Background: an optimization exercise with open tools, aiming at small area. Do not read the settings as production practice.
Function was checked by simulation only, so behaviour that the tests miss may differ from the original.
Power and IR drop assume default switching activity.

==> flow/design.v <==
package rule110_pkg;
  localparam int CELLS = 256;
  localparam int WORD  = 16;
  localparam int WORDS = CELLS / WORD;
  typedef enum logic {
    IDLE = 1'b0,
    RECV = 1'b1
  } rx_state_e;
endpackage
module rule110_step #(
  parameter int N = rule110_pkg::WORD
) (
  input  logic [N-1:0] cur_i,
  input  logic         l_i,
  input  logic         r_i,
  output logic [N-1:0] nxt_o
);
  logic [N-1:0] left;
  logic [N-1:0] right;
  assign left  = {l_i, cur_i[N-1:1]};
  assign right = {cur_i[N-2:0], r_i};
  assign nxt_o = (left & cur_i & ~right) | (~left & cur_i) | (~cur_i & right);
endmodule
module rule110_frame_rx
(
  input  logic             clk,
  input  logic             rst,
  input  logic [rule110_pkg::WORD-1:0]  word_in,
  input  logic             word_valid,
  input  logic             sof,
  input  logic             check_en,
  output logic [rule110_pkg::CELLS-1:0] frame_out,
  output logic             frame_valid,
  output logic             mismatch,
  output logic             sync_err,
  output logic [15:0]      frame_count,
  output logic [7:0]       err_count,
  output rule110_pkg::rx_state_e state_dbg
);
  localparam int CELLS = rule110_pkg::CELLS;
  localparam int WORD  = rule110_pkg::WORD;
  localparam int WORDS = rule110_pkg::WORDS;
  rule110_pkg::rx_state_e state_q;
  logic [3:0]             idx_q;
  logic [CELLS-WORD-1:0]  asm_q;      
  logic [CELLS-1:0]       frame_q;    
  logic                   have_prev_q;
  logic                   diff_q;     
  logic                   frame_valid_q;
  logic                   mismatch_q;
  logic                   sync_err_q;
  logic [15:0]            frame_count_q;
  logic [7:0]             err_count_q;
  logic                   recv;
  logic                   take;
  logic                   last;
  logic [WORDS-1:0]       sel;
  logic [WORD-1:0]        win;
  logic [1:0]             lo_q;       
  logic                   lft;
  logic [WORD-2:0]        exp_w;
  logic                   exp_prev;
  logic                   exp_last;
  logic                   diff_w;
  logic                   diff_all;
  logic                   mismatch_d;
  assign recv = (state_q == rule110_pkg::RECV);
  assign take = word_valid & (sof | recv);           
  assign last = word_valid & recv & ~sof & (idx_q == 4'(WORDS - 1));
  always_comb begin
    for (int w = 0; w < WORDS; w++)
      sel[w] = (w == 0) ? sof : (~sof & (idx_q == 4'(w)));
    win = '0;
    for (int w = 0; w < WORDS; w++)
      win = win | ({WORD{sel[w]}} & frame_q[CELLS-1-WORD*w -: WORD]);
  end
  assign lft = sof ? 1'b0 : lo_q[0];
  rule110_step #(.N(WORD-1)) u_step (
    .cur_i (win[WORD-1:1]),
    .l_i   (lft),
    .r_i   (win[0]),
    .nxt_o (exp_w)
  );
  assign exp_prev = (lo_q[0] ^ win[WORD-1]) | (lo_q[0] & ~lo_q[1]);
  assign exp_last = win[0];
  assign diff_w     = (word_in[WORD-1:1] != exp_w)
                    | (~sof & (asm_q[0] ^ exp_prev))
                    | (sel[WORDS-1] & (word_in[0] ^ exp_last));
  assign diff_all   = diff_w | diff_q;
  assign mismatch_d = check_en & have_prev_q & diff_all;
  always_ff @(posedge clk) begin
    if (take) lo_q <= win[1:0];
  end
  always_ff @(posedge clk) begin
    asm_q <= ({CELLS-WORD{word_valid}} & {asm_q[CELLS-2*WORD-1:0], word_in})
           | ({CELLS-WORD{~word_valid}} & asm_q);
  end
  logic ld_frame;
  logic hold_frame;
  assign ld_frame   = last & ~rst;
  assign hold_frame = ~last & ~rst;
  always_ff @(posedge clk) begin
    frame_q <= ({CELLS{ld_frame}} & {asm_q, word_in}) | ({CELLS{hold_frame}} & frame_q);
  end
  always_ff @(posedge clk) begin
    if (take) diff_q <= diff_w | (diff_q & ~sof);
  end
  always_ff @(posedge clk) begin
    if (rst) begin
      state_q       <= rule110_pkg::IDLE;
      idx_q         <= '0;
      have_prev_q   <= 1'b0;
      frame_valid_q <= 1'b0;
      mismatch_q    <= 1'b0;
      sync_err_q    <= 1'b0;
      frame_count_q <= '0;
      err_count_q   <= '0;
    end else begin
      frame_valid_q <= last;
      mismatch_q    <= last & mismatch_d;
      sync_err_q    <= word_valid & (recv ? sof : ~sof);
      if (take) begin
        state_q <= rule110_pkg::RECV;
        idx_q   <= sof ? 4'd1 : idx_q + 4'd1;
      end
      if (last) begin
        have_prev_q   <= 1'b1;
        frame_count_q <= frame_count_q + 16'd1;
        if (mismatch_d && (err_count_q != 8'hFF)) begin
          err_count_q <= err_count_q + 8'd1;
        end
        state_q <= rule110_pkg::IDLE;
      end
    end
  end
  assign frame_out   = frame_q;
  assign frame_valid = frame_valid_q;
  assign mismatch    = mismatch_q;
  assign sync_err    = sync_err_q;
  assign frame_count = frame_count_q;
  assign err_count   = err_count_q;
  assign state_dbg   = state_q;
endmodule
clock: 5.0 ns
lec_check: 0
abc_area: 1
cap_margin: 20
core_margin: 2
core_utilization: 60
place_density: 0.7
slew_margin: 20
buffer_ports_args: -buffer_cell sky130_fd_sc_hd__buf_1
cts_args: -sink_clustering_enable -repair_clock_nets -dont_use_dummy_load -buf_list {sky130_fd_sc_hd__clkbuf_8} -sink_clustering_size 16 -sink_clustering_max_diameter 45
standard.sh (not shown) runs the stock make flow with config.mk's settings and CLKGATE_MAP_FILE= SYNTH_SCRIPT=/design/flow/synth_recipe.tcl, a recipe that flattens the netlist after the stock synthesis.
==> flow/flow/run.sh <==
#!/bin/bash
# The standard layout with three changes:
#  - after the standard synthesis (unchanged), the combinational gates are
#    re-mapped by ABC for area (flow/remap.ys); registers keep names and cells;
#  - port buffers use buf_1 instead of clkdlybuf4s50_1;
#  - the clock tree uses clkbuf_8 with larger sink clusters and no dummy loads.
set -e
cat >> config.mk <<'EOC'
export BUFFER_PORTS_ARGS = -buffer_cell sky130_fd_sc_hd__buf_1
export CTS_ARGS = -sink_clustering_enable -repair_clock_nets -dont_use_dummy_load -buf_list {sky130_fd_sc_hd__clkbuf_8} -sink_clustering_size 16 -sink_clustering_max_diameter 45
EOC
bash standard.sh synth > standard_synth.log 2>&1
R=orfs/results/$FLOW_PLATFORM/rule110_frame_rx/base
cp $R/1_2_yosys.v $R/1_2_yosys_std.v
LIB=$FLOW_HOME/platforms/$FLOW_PLATFORM/lib/sky130_fd_sc_hd__tt_025C_1v80.lib
sed -e "s|@LIB@|$LIB|g" -e "s|@IN@|$R/1_2_yosys_std.v|g" -e "s|@OUT@|$R/1_2_yosys_remap.v|g" \
    -e "s|@TOP@|$FLOW_TOP|g" -e "s|@ABC@|flow/remap.abc|g" -e "s|@STAT@|remap_stat.txt|g" \
    flow/remap.ys.in > remap.ys
YOSYS=$(command -v yosys || echo $FLOW_HOME/../tools/install/yosys/bin/yosys)
"$YOSYS" -s remap.ys > remap.log 2>&1
cp $R/1_2_yosys_remap.v $R/1_2_yosys.v
rm -f $R/1_synth.odb $R/1_synth.sdc
bash standard.sh > standard.log 2>&1
==> flow/flow/remap.abc <==
&get -n
&st
&dch
&nf -a -R 1000
&put
==> flow/flow/remap.ys.in <==
# Re-map the combinational logic of the standard synthesis for area. The
# flip-flops (and every other sequential cell) are kept as they are, with their
# names and cell types; only the gates between them are re-mapped.
read_liberty -ignore_miss_func @LIB@
read_verilog -defer @IN@
hierarchy -top @TOP@
setattr -mod -set keep_hierarchy 1 sky130_fd_sc_hd__*df* sky130_fd_sc_hd__*dl* sky130_fd_sc_hd__conb_1
flatten
delete t:$scopeinfo
rename -hide w:*.*
select -module @TOP@
opt -full
abc -liberty @LIB@ -dont_use sky130_fd_sc_hd__probe_p_8 -dont_use sky130_fd_sc_hd__probec_p_8 -dont_use sky130_fd_sc_hd__lpflow_* -script @ABC@
opt_clean -purge
hilomap -singleton -hicell sky130_fd_sc_hd__conb_1 HI -locell sky130_fd_sc_hd__conb_1 LO
insbuf -buf sky130_fd_sc_hd__buf_4 A X
opt_clean -purge
tee -o @STAT@ stat -liberty @LIB@
write_verilog -noattr -nohex -nodec -selected @OUT@
Then changed:
--- a/flow/design.v
+++ b/flow/design.v
@@ -53,49 +53,43 @@
   logic [7:0]             err_count_q;
   logic                   recv;
   logic                   take;
   logic                   last;
   logic [WORDS-1:0]       sel;
-  logic [WORD-1:0]        win;
-  logic [1:0]             lo_q;       
-  logic                   lft;
-  logic [WORD-2:0]        exp_w;
-  logic                   exp_prev;
-  logic                   exp_last;
+  logic [CELLS+1:0]       ext;
+  logic [WORD+1:0]        win;
+  logic [WORD-1:0]        exp_w;
   logic                   diff_w;
   logic                   diff_all;
   logic                   mismatch_d;
   assign recv = (state_q == rule110_pkg::RECV);
   assign take = word_valid & (sof | recv);           
   assign last = word_valid & recv & ~sof & (idx_q == 4'(WORDS - 1));
+  assign ext = {1'b0, frame_q, 1'b0};
   always_comb begin
     for (int w = 0; w < WORDS; w++)
       sel[w] = (w == 0) ? sof : (~sof & (idx_q == 4'(w)));
     win = '0;
     for (int w = 0; w < WORDS; w++)
-      win = win | ({WORD{sel[w]}} & frame_q[CELLS-1-WORD*w -: WORD]);
+      win = win | ({(WORD+2){sel[w]}} & ext[CELLS+1-WORD*w -: WORD+2]);
   end
-  assign lft = sof ? 1'b0 : lo_q[0];
-  rule110_step #(.N(WORD-1)) u_step (
-    .cur_i (win[WORD-1:1]),
-    .l_i   (lft),
+  rule110_step #(.N(WORD)) u_step (
+    .cur_i (win[WORD:1]),
+    .l_i   (win[WORD+1]),
     .r_i   (win[0]),
     .nxt_o (exp_w)
   );
-  assign exp_prev = (lo_q[0] ^ win[WORD-1]) | (lo_q[0] & ~lo_q[1]);
-  assign exp_last = win[0];
-  assign diff_w     = (word_in[WORD-1:1] != exp_w)
-                    | (~sof & (asm_q[0] ^ exp_prev))
-                    | (sel[WORDS-1] & (word_in[0] ^ exp_last));
+  assign diff_w     = (word_in != exp_w);
   assign diff_all   = diff_w | diff_q;
   assign mismatch_d = check_en & have_prev_q & diff_all;
+  logic sh_asm;
+  logic hold_asm;
+  assign sh_asm   = word_valid & ~rst;
+  assign hold_asm = ~word_valid & ~rst;
   always_ff @(posedge clk) begin
-    if (take) lo_q <= win[1:0];
-  end
-  always_ff @(posedge clk) begin
-    asm_q <= ({CELLS-WORD{word_valid}} & {asm_q[CELLS-2*WORD-1:0], word_in})
-           | ({CELLS-WORD{~word_valid}} & asm_q);
+    asm_q <= ({CELLS-WORD{sh_asm}} & {asm_q[CELLS-2*WORD-1:0], word_in})
+           | ({CELLS-WORD{hold_asm}} & asm_q);
   end
   logic ld_frame;
   logic hold_frame;
   assign ld_frame   = last & ~rst;
   assign hold_frame = ~last & ~rst;
After rerunning: The new run finished clean; worst setup slack is better by 0.22 ns; register-to-register slack is better by 0.19 ns; core utilization shrinks by 1.1 points; critical path depth shrinks by 4; fmax grows by 4.7%; sequential cell count shrinks by 2; total power shrinks by 7.1%; routed wire length grows by 4.9%; clock-buffer cell count shrinks by 2; final cell count grows by 11%; global-route usage grows by 1.2 points; die area shrinks by 1.1%.

re-timing with driven ports:
The results above use ideal ports. As a check the final layouts listed here were re-extracted and re-timed, cells and wires unchanged. Step 1 (the two cells are an assumption about what drives the block):
set clk [get_ports {clk}]
set_driving_cell -lib_cell sky130_fd_sc_hd__clkbuf_16 $clk
set_driving_cell -lib_cell sky130_fd_sc_hd__buf_2 [delete_from_list [all_inputs] $clk]
Step 2 adds t to the input delays and takes it off the output delays; t is the mean of the earliest and latest rising clock arrival at the registers after step 1. Input paths then give back, and output paths get back, about the clock's delay inside the block. a / b / c = ideal / step 1 / step 2; a / b = the first two.
run | t (ns) | setup slack, ns | hold WS [ns] | pins driven straight from the clock port
the first run | 0.627 | 0.236 / 0.219 / -0.408 | 0.423 / 0.423 / 0.423 | 1
the second run | 0.609 | 0.451 / 0.442 / -0.168 | 0.483 / 0.483 / 0.483 | 1
Met with ideal ports but missed after step 2: setup timing in the first run and the second run. The setup slack of the first run, which loses most, moves by -0.017 ns with the drivers and by -0.644 ns with both steps.
